What follows belongs to an exercise in optimizing a design on an open flow for small area; a production flow would make more cautious choices. Only simulation tests tie the RTL to the original design; equivalence was not proved. No activity file was given, so power comes from the tool's default toggle rates.

Design pcie_tl, start of the top module:
module pcie_tl #(
    parameter int NUM_VC = 8
) (
    input  wire                               aclk,
    input  wire                               arst,
    input  wire                               awvalid_i,
    input  wire                               wvalid_i,
    input  wire pcie_tl_pkg::cpu_aw_t         cpu_aw_i,
    output logic                              awready_o,
    output logic                              wready_o,
    output logic                              bvalid_o,
    input  wire                               bready_i,
    output pcie_tl_pkg::axi_resp_t            bresp_o,
    input  wire                               arvalid_i,
    input  wire pcie_tl_pkg::cpu_ar_t         araddr_i,
    output logic                              arready_o,
    output logic                              rvalid_o,
    input  wire                               rready_i,
    output pcie_tl_pkg::cpu_r_t               cpu_r_o,
    output logic                              mem_arvalid_o,
    input  wire                               mem_arready_i,
    output logic [pcie_tl_pkg::DATA_W-1:0]    mem_araddr_o,
    input  wire                               mem_rvalid_i,
    output logic                              mem_rready_o,
    input  wire [pcie_tl_pkg::DATA_W-1:0]     mem_rdata_i,
    input  wire                               mem_rlast_i,
    output logic                              tx_valid_o,
    input  wire                               tx_ready_i,
    output logic [pcie_tl_pkg::DATA_W-1:0]    tx_data_o,
    input  wire                               linkup_i,
    input  wire [NUM_VC-1:0]                  dll_vc_up_i
);
For scale: about 860 cells after synthesis, roughly 260 I/O pins.
export LEC_CHECK = 0
export CAP_MARGIN = 0
export CORE_MARGIN = 2
export CORE_UTILIZATION = 72
export SLEW_MARGIN = 0
create_clock -name core_clock -period 5.0 [get_ports {aclk}]
standard.sh (not shown) runs the stock make flow with config.mk's settings and CLKGATE_MAP_FILE= SYNTH_SCRIPT=/design/flow/synth_recipe.tcl, a recipe that flattens the netlist after the stock synthesis.
==> flow/flow/run.sh <==
#!/bin/bash
# Layout flow. Synthesis is ORFS's synthesis as standard.sh runs it (same
# Yosys script, so the same registers with the same names and cells), except
# that half adders are not extracted before ABC (ADDER_MAP_FILE empty) and ABC
# maps the combinational logic with the area-oriented flow/abc_area.script.
# The rest is the standard ORFS flow with two changes: the port buffers are
# the smallest buffer cell, and clock tree synthesis uses clkbuf_8 clusters
# and no dummy loads. Each tool's full output goes to the ORFS logs under
# orfs/logs; make's output goes to synth_make.log and flow_make.log here.
set -euo pipefail
rm -rf scripts_own
cp -r "$FLOW_HOME/scripts" scripts_own
cp flow/abc_area.script scripts_own/abc_speed.script
bash standard.sh SCRIPTS_DIR="$PWD/scripts_own" ADDER_MAP_FILE= synth > synth_make.log 2>&1
export BUFFER_PORTS_ARGS="-buffer_cell sky130_fd_sc_hd__buf_1"
export CTS_ARGS="-sink_clustering_enable -repair_clock_nets -dont_use_dummy_load -sink_clustering_size 16 -sink_clustering_max_diameter 100 -buf_list {sky130_fd_sc_hd__clkbuf_8 sky130_fd_sc_hd__clkbuf_4 sky130_fd_sc_hd__clkbuf_2}"
bash standard.sh > flow_make.log 2>&1
==> flow/flow/abc_area.script <==
&get -n
&st
&deepsyn -J 50 -T 100
&dch -f
&nf -a -R 1000
&put
topo
stime -c
The baseline completed without violations.
Rerun with:
--- a/flow/flow/run.sh
+++ b/flow/flow/run.sh
@@ -7 +7 @@
-# the smallest buffer cell, and clock tree synthesis uses clkbuf_8 clusters
+# the smallest buffer cell, and clock tree synthesis uses clkbuf_8 leaf buffers, a clkbuf_4 root
@@ -16 +16 @@
-export CTS_ARGS="-sink_clustering_enable -repair_clock_nets -dont_use_dummy_load -sink_clustering_size 16 -sink_clustering_max_diameter 100 -buf_list {sky130_fd_sc_hd__clkbuf_8 sky130_fd_sc_hd__clkbuf_4 sky130_fd_sc_hd__clkbuf_2}"
+export CTS_ARGS="-sink_clustering_enable -repair_clock_nets -dont_use_dummy_load -sink_clustering_size 16 -sink_clustering_max_diameter 100 -root_buf sky130_fd_sc_hd__clkbuf_4 -buf_list {sky130_fd_sc_hd__clkbuf_8 sky130_fd_sc_hd__clkbuf_4}"
--- a/flow/config.mk
+++ b/flow/config.mk
@@ -10 +10 @@
-export CORE_UTILIZATION = 72
+export CORE_UTILIZATION = 66
Via count drops by a few percent.
First-iteration DRC count is lower by a few percent.
Power shrinks slightly.
Maximum frequency shrinks slightly.
Core utilization shrinks by 6.6 points.
Clock power stays flat.
Final cell count went up slightly.
Wire length shrinks by a few percent.
Flip-flop and latch count stays the same.
Rerun with:
--- a/flow/flow/run.sh
+++ b/flow/flow/run.sh
@@ -7 +7 @@
-# the smallest buffer cell, and clock tree synthesis uses clkbuf_8 leaf buffers, a clkbuf_4 root
+# the smallest buffer cell, and clock tree synthesis uses clkbuf_8 clusters
@@ -16 +16 @@
-export CTS_ARGS="-sink_clustering_enable -repair_clock_nets -dont_use_dummy_load -sink_clustering_size 16 -sink_clustering_max_diameter 100 -root_buf sky130_fd_sc_hd__clkbuf_4 -buf_list {sky130_fd_sc_hd__clkbuf_8 sky130_fd_sc_hd__clkbuf_4}"
+export CTS_ARGS="-sink_clustering_enable -repair_clock_nets -dont_use_dummy_load -sink_clustering_size 18 -sink_clustering_max_diameter 100 -root_buf sky130_fd_sc_hd__clkbuf_4 -buf_list {sky130_fd_sc_hd__clkbuf_8 sky130_fd_sc_hd__clkbuf_4}"
--- a/flow/config.mk
+++ b/flow/config.mk
@@ -10 +10 @@
-export CORE_UTILIZATION = 66
+export CORE_UTILIZATION = 72
Effect: The changed run finished clean; clock power hardly moves; combinational power is about the same; first-iteration DRC count came out higher by 1.0%; sequential share of layout area came out higher by 0.26 points; fmax is about the same; power came out lower by about 0.64%; via count came out higher by 2.2%; die area came out lower by about 8%; final area came out lower by about 0.4%; clock-buffer cell count came out lower by 2; worst setup slack is worse by 0.0057 ns.
Rerun with:
--- a/flow/flow/run.sh
+++ b/flow/flow/run.sh
@@ -7 +7 @@
-# the smallest buffer cell, and clock tree synthesis uses clkbuf_8 clusters
+# the smallest buffer cell, and clock tree synthesis uses clkbuf_8 leaf buffers, a clkbuf_4 root
@@ -16 +16 @@
-export CTS_ARGS="-sink_clustering_enable -repair_clock_nets -dont_use_dummy_load -sink_clustering_size 18 -sink_clustering_max_diameter 100 -root_buf sky130_fd_sc_hd__clkbuf_4 -buf_list {sky130_fd_sc_hd__clkbuf_8 sky130_fd_sc_hd__clkbuf_4}"
+export CTS_ARGS="-sink_clustering_enable -repair_clock_nets -dont_use_dummy_load -sink_clustering_size 16 -sink_clustering_max_diameter 100 -root_buf sky130_fd_sc_hd__clkbuf_4 -buf_list {sky130_fd_sc_hd__clkbuf_8 sky130_fd_sc_hd__clkbuf_4}"
--- a/flow/config.mk
+++ b/flow/config.mk
@@ -10,0 +11 @@
+export GPL_TIMING_DRIVEN = 0
Result: The changed run completed with no timing, DRC or antenna violations; total power is higher slightly; sequential share of layout area is lower by 1.3 points; maximum frequency is lower by a few percent; routed wire length is higher slightly; synthesized area stays the same; combinational power is higher by roughly a tenth; global-route usage is higher by 0.48 points; worst setup slack loses 0.21 ns; cell count is higher slightly.
Rerun with:
--- a/flow/config.mk
+++ b/flow/config.mk
@@ -11 +10,0 @@
-export GPL_TIMING_DRIVEN = 0
After rerunning: Global-route usage shrinks by 0.42 points. Setup slack is better by 0.25 ns. Critical path depth is unchanged.
Rerun with:
--- a/flow/config.mk
+++ b/flow/config.mk
@@ -10 +10 @@
-export CORE_UTILIZATION = 72
+export CORE_UTILIZATION = 78
Outcome: Count of clock-buffer cells in the layout does not change; area after synthesis does not change; critical path depth stays the same; core utilization rose by 7.0 points.

-- static timing again, ports no longer ideal --
In the flow no input, the clock included, has a driving cell. The finished layouts below were timed again as built, in two steps. Step 1 (the two cells are an assumption about what drives the block):
set clk [get_ports {aclk}]
set_driving_cell -lib_cell sky130_fd_sc_hd__clkbuf_16 $clk
set_driving_cell -lib_cell sky130_fd_sc_hd__buf_2 [delete_from_list [all_inputs] $clk]
Step 2 also shifts input and output timing later by t, the mid clock arrival at the registers, as if the neighbouring blocks saw the same clock. a / b / c = no drivers / after step 1 / after step 2; a / b = the first two.
| run | t (ns) | slack for setup (ns) | worst setup path at the end | clock arrival spread, ns | pins driven straight from the clock port |
|---|---|---|---|---|---|
| the first run | 0.549 | 0.673 / 0.673 / 0.673 | register to register | 0.065 / 0.065 | 1 |
| the second run | 0.692 | 0.658 / 0.658 / 0.658 | register to register | 0.053 / 0.053 | 1 |
| the third run | 0.668 | 0.653 / 0.653 / 0.653 | register to register | 0.077 / 0.077 | 1 |
| the fourth run | 0.674 | 0.440 / 0.440 / 0.440 | register to register | 0.062 / 0.062 | 1 |
| the fifth run | 0.679 | 0.693 / 0.693 / 0.693 | register to register | 0.059 / 0.059 | 1 |
| the sixth run | 0.709 | 0.534 / 0.534 / 0.534 | register to register | 0.091 / 0.091 | 1 |
After both steps every run listed still meets setup and hold.
